Context: an optimization exercise on an open-source flow, tuned for a short achievable clock period and few clock cycles. The choices shown serve that exercise and are no tape-out recipe. At most, simulation tests tie the RTL to the original design; equivalence was not proved.

## lane 3
==> flow/design.v (excerpt) <==
module cpu_top (
	input  logic        clk,
	input  logic        mem_read_ready_stor_reset,
	output logic        fetch_req,
	output logic [15:0] fetch_addr,
	input  logic        fetch_ack,
	input  logic [15:0] fetch_data,
	output logic        mem_req,
	output logic        mem_we,
	output logic [15:0] mem_addr,
	output logic [15:0] mem_wdata,
	input  logic        mem_ack,
	input  logic [15:0] mem_rdata,
	output logic        halted
);
Size in the first run: roughly 2600 cells after synthesis, about 610 flip-flops, ~88 I/O pins, roughly 33000 sq um of cells after synthesis.
Settings: LEC_CHECK=0, ABC_CLOCK_PERIOD_IN_PS=3000, CAP_MARGIN=20, CORE_MARGIN=2, CORE_UTILIZATION=40, SETUP_SLACK_MARGIN=4.4, SLEW_MARGIN=20; clock period 7.5 ns.
run.sh (not shown) runs the stock make flow with config.mk's settings and CLKGATE_MAP_FILE= SYNTH_SCRIPT=/design/flow/synth_recipe.tcl, a recipe that flattens the netlist after the stock synthesis.
[inputs] lane 2 vs lane 3
--- a/flow/design.v
+++ b/flow/design.v
@@ -158,40 +158,38 @@
 	localparam logic [3:0] OP_SHFT     = 4'hC;
 	localparam logic [3:0] OP_MUL      = 4'hD;
 	localparam logic [3:0] OP_GT       = 4'hE;
 	localparam logic [3:0] OP_EQ       = 4'hF;
 	localparam int NUM_REGS = 16;
 	localparam logic [15:0] TRUE_WORD = 16'hFFFF;
 	logic rst;
 	assign rst = mem_read_ready_stor_reset;
 	localparam int QN = 8;           
 	localparam int QW = $clog2(QN + 1);
-	logic          fetch_taken;      
-	logic          fetch_hold;       
+	logic          fetch_ack_q;
 	logic [15:0]   fetch_pc;
 	logic          fetch_got;
 	logic [15:0]   q [QN];           
 	logic [15:0]   q0;
 	logic [QW-1:0] q_count;
 	logic          q_pop;
-	assign fetch_hold = (q_count == QW'(QN)) && !fetch_taken;
-	assign fetch_got  = fetch_ack && !fetch_hold && !fetch_taken;
-	assign fetch_req  = !(fetch_ack && !fetch_hold);
+	assign fetch_got  = fetch_ack && !fetch_ack_q && (q_count != QW'(QN));
+	assign fetch_req  = !fetch_ack;
 	assign fetch_addr = fetch_pc;
 	assign q0         = q[0];
 	always_ff @(posedge clk) begin
 		if (rst) begin
-			fetch_taken <= 1'b0;
+			fetch_ack_q <= 1'b0;
 			fetch_pc <= '0;
 			q_count <= '0;
 		end else begin
-			fetch_taken <= fetch_ack && (fetch_taken || fetch_got);
+			fetch_ack_q <= fetch_ack;
 			if (fetch_got && !q_pop) q_count <= q_count + 1'b1;
 			if (!fetch_got && q_pop) q_count <= q_count - 1'b1;
 			if (fetch_got) begin
 				fetch_pc <= fetch_pc + 16'd1;
 			end
 		end
 	end
 	always_ff @(posedge clk) begin
 		for (int i = 0; i < QN; i++) begin
 			if (fetch_got && (q_pop ? (q_count == QW'(i + 1)) : (q_count == QW'(i)))) begin
--- outcome ---
- When the final numbers for lane 3 and lane 2 were put side by side, the number of cells produced by synthesis turned out to be greater in lane 3.
- Compared with lane 3, lane 2 shows a lower number of placement rows.
- Between lane 2 and lane 3, the global-route usage does not differ in any meaningful way.
- On multi-input logic area, lane 3 and lane 2 are neck and neck.
- Looking at lane 3 and lane 2, the met3 routing resource usage after global routing is a wash.
Function was not checked in any run of this note: the RTL went through the layout flow alone.

--- another note on this design; it stands on its own ---

==> flow/design.v (excerpt) <==
module cpu_top (
	input  logic        clk,
	input  logic        mem_read_ready_stor_reset,
	output logic        fetch_req,
	output logic [15:0] fetch_addr,
	input  logic        fetch_ack,
	input  logic [15:0] fetch_data,
	output logic        mem_req,
	output logic        mem_we,
	output logic [15:0] mem_addr,
	output logic [15:0] mem_wdata,
	input  logic        mem_ack,
	input  logic [15:0] mem_rdata,
	output logic        halted
);
For scale: roughly 2,300 cells after synthesis, roughly 510 flip-flops, about 88 I/O pins, roughly 28,000 µm² of cells after synthesis.
export LEC_CHECK = 0
export ABC_CLOCK_PERIOD_IN_PS = 3000
export CAP_MARGIN = 20
export CORE_MARGIN = 2
export CORE_UTILIZATION = 55
export SETUP_SLACK_MARGIN = 4.4
export SLEW_MARGIN = 20
create_clock -name core_clock -period 7.5 [get_ports {clk}]
run.sh (not shown) runs the stock make flow with config.mk's settings and CLKGATE_MAP_FILE= SYNTH_SCRIPT=/design/flow/synth_recipe.tcl, a recipe that flattens the netlist after the stock synthesis.
Testbench counts at the start, summed over its fixed seeds: cycles 26,648.
Edit:
- CORE_UTILIZATION: 55 -> 40
Critical path depth is unchanged.
Maximum frequency barely changes.
First-iteration DRC count came out higher by a few percent.

* * *

Setup of P:
cpu_top, a different RTL version from the one above (not shown whole).
For scale: about 2400 cells after synthesis, about 400 flip-flops, about 88 I/O pins, ~27000 um2 of cells after synthesis.
make LEC_CHECK=0 CAP_MARGIN=20 CORE_MARGIN=2 CORE_UTILIZATION=40 SETUP_SLACK_MARGIN=3.5 SLEW_MARGIN=20 finish   # period 7.5 ns
No stage failed in P, and the final checks on the layout all came back clean.
Edits applied to the flow inputs when going from P to Q:
- swapping 3.5 for 4.2 in SETUP_SLACK_MARGIN
- putting ABC_CLOCK_PERIOD_IN_PS at 3000 where nothing was set
Results
Q has completed all stages; timing, DRC and antenna checks passed.
Compared with P, in Q register area about even, number of multi-input logic gates rose 6, worst hold-check slack rose 0.019 ns, biggest cell delay along the critical path rose 0.21 ns.
Placed instance area: higher on Q
Function was not checked in any run of this note: the RTL went through the layout flow alone.

separate check: timing with driven ports:
In the flow no input, the clock included, has a driving cell. The finished layouts below were timed again as built, in two steps. Step 1 sets driving cells, clkbuf_16 on the clock port and buf_2 on the other inputs (assumed; they add their load-dependent delay and slew). Step 2 also shifts input and output timing later by t, the mid clock arrival at the registers, as if the neighbouring blocks saw the same clock. Slacks: ideal / step 1 / step 2; pairs: ideal / step 1.
| run | t, ns | setup WS [ns] | slew at the worst register clock pin (ns) | worst slew at a driven data input, ns |
|---|---|---|---|---|
| lane 3 | 0.683 | 4.211 / 4.165 / 3.801 | 0.07 / 0.07 | 0.06 |
| lane 2 | 0.674 | 4.271 / 4.237 / 3.828 | 0.07 / 0.07 | 0.05 |
| the first run of note 2 | 0.678 | 4.204 / 4.164 / 3.946 | 0.07 / 0.07 | 0.05 |
| the second run of note 2 | 0.682 | 4.203 / 4.159 / 3.866 | 0.07 / 0.07 | 0.06 |
| P | 0.655 | 3.534 / 3.570 / 2.915 | 0.07 / 0.07 | 0.05 |
| Q | 0.658 | 3.903 / 3.903 / 3.333 | 0.07 / 0.07 | 0.06 |
After both steps every run listed still meets setup and hold. The setup slack of P, which loses most, moves by +0.036 ns with the drivers and by -0.619 ns with both steps.
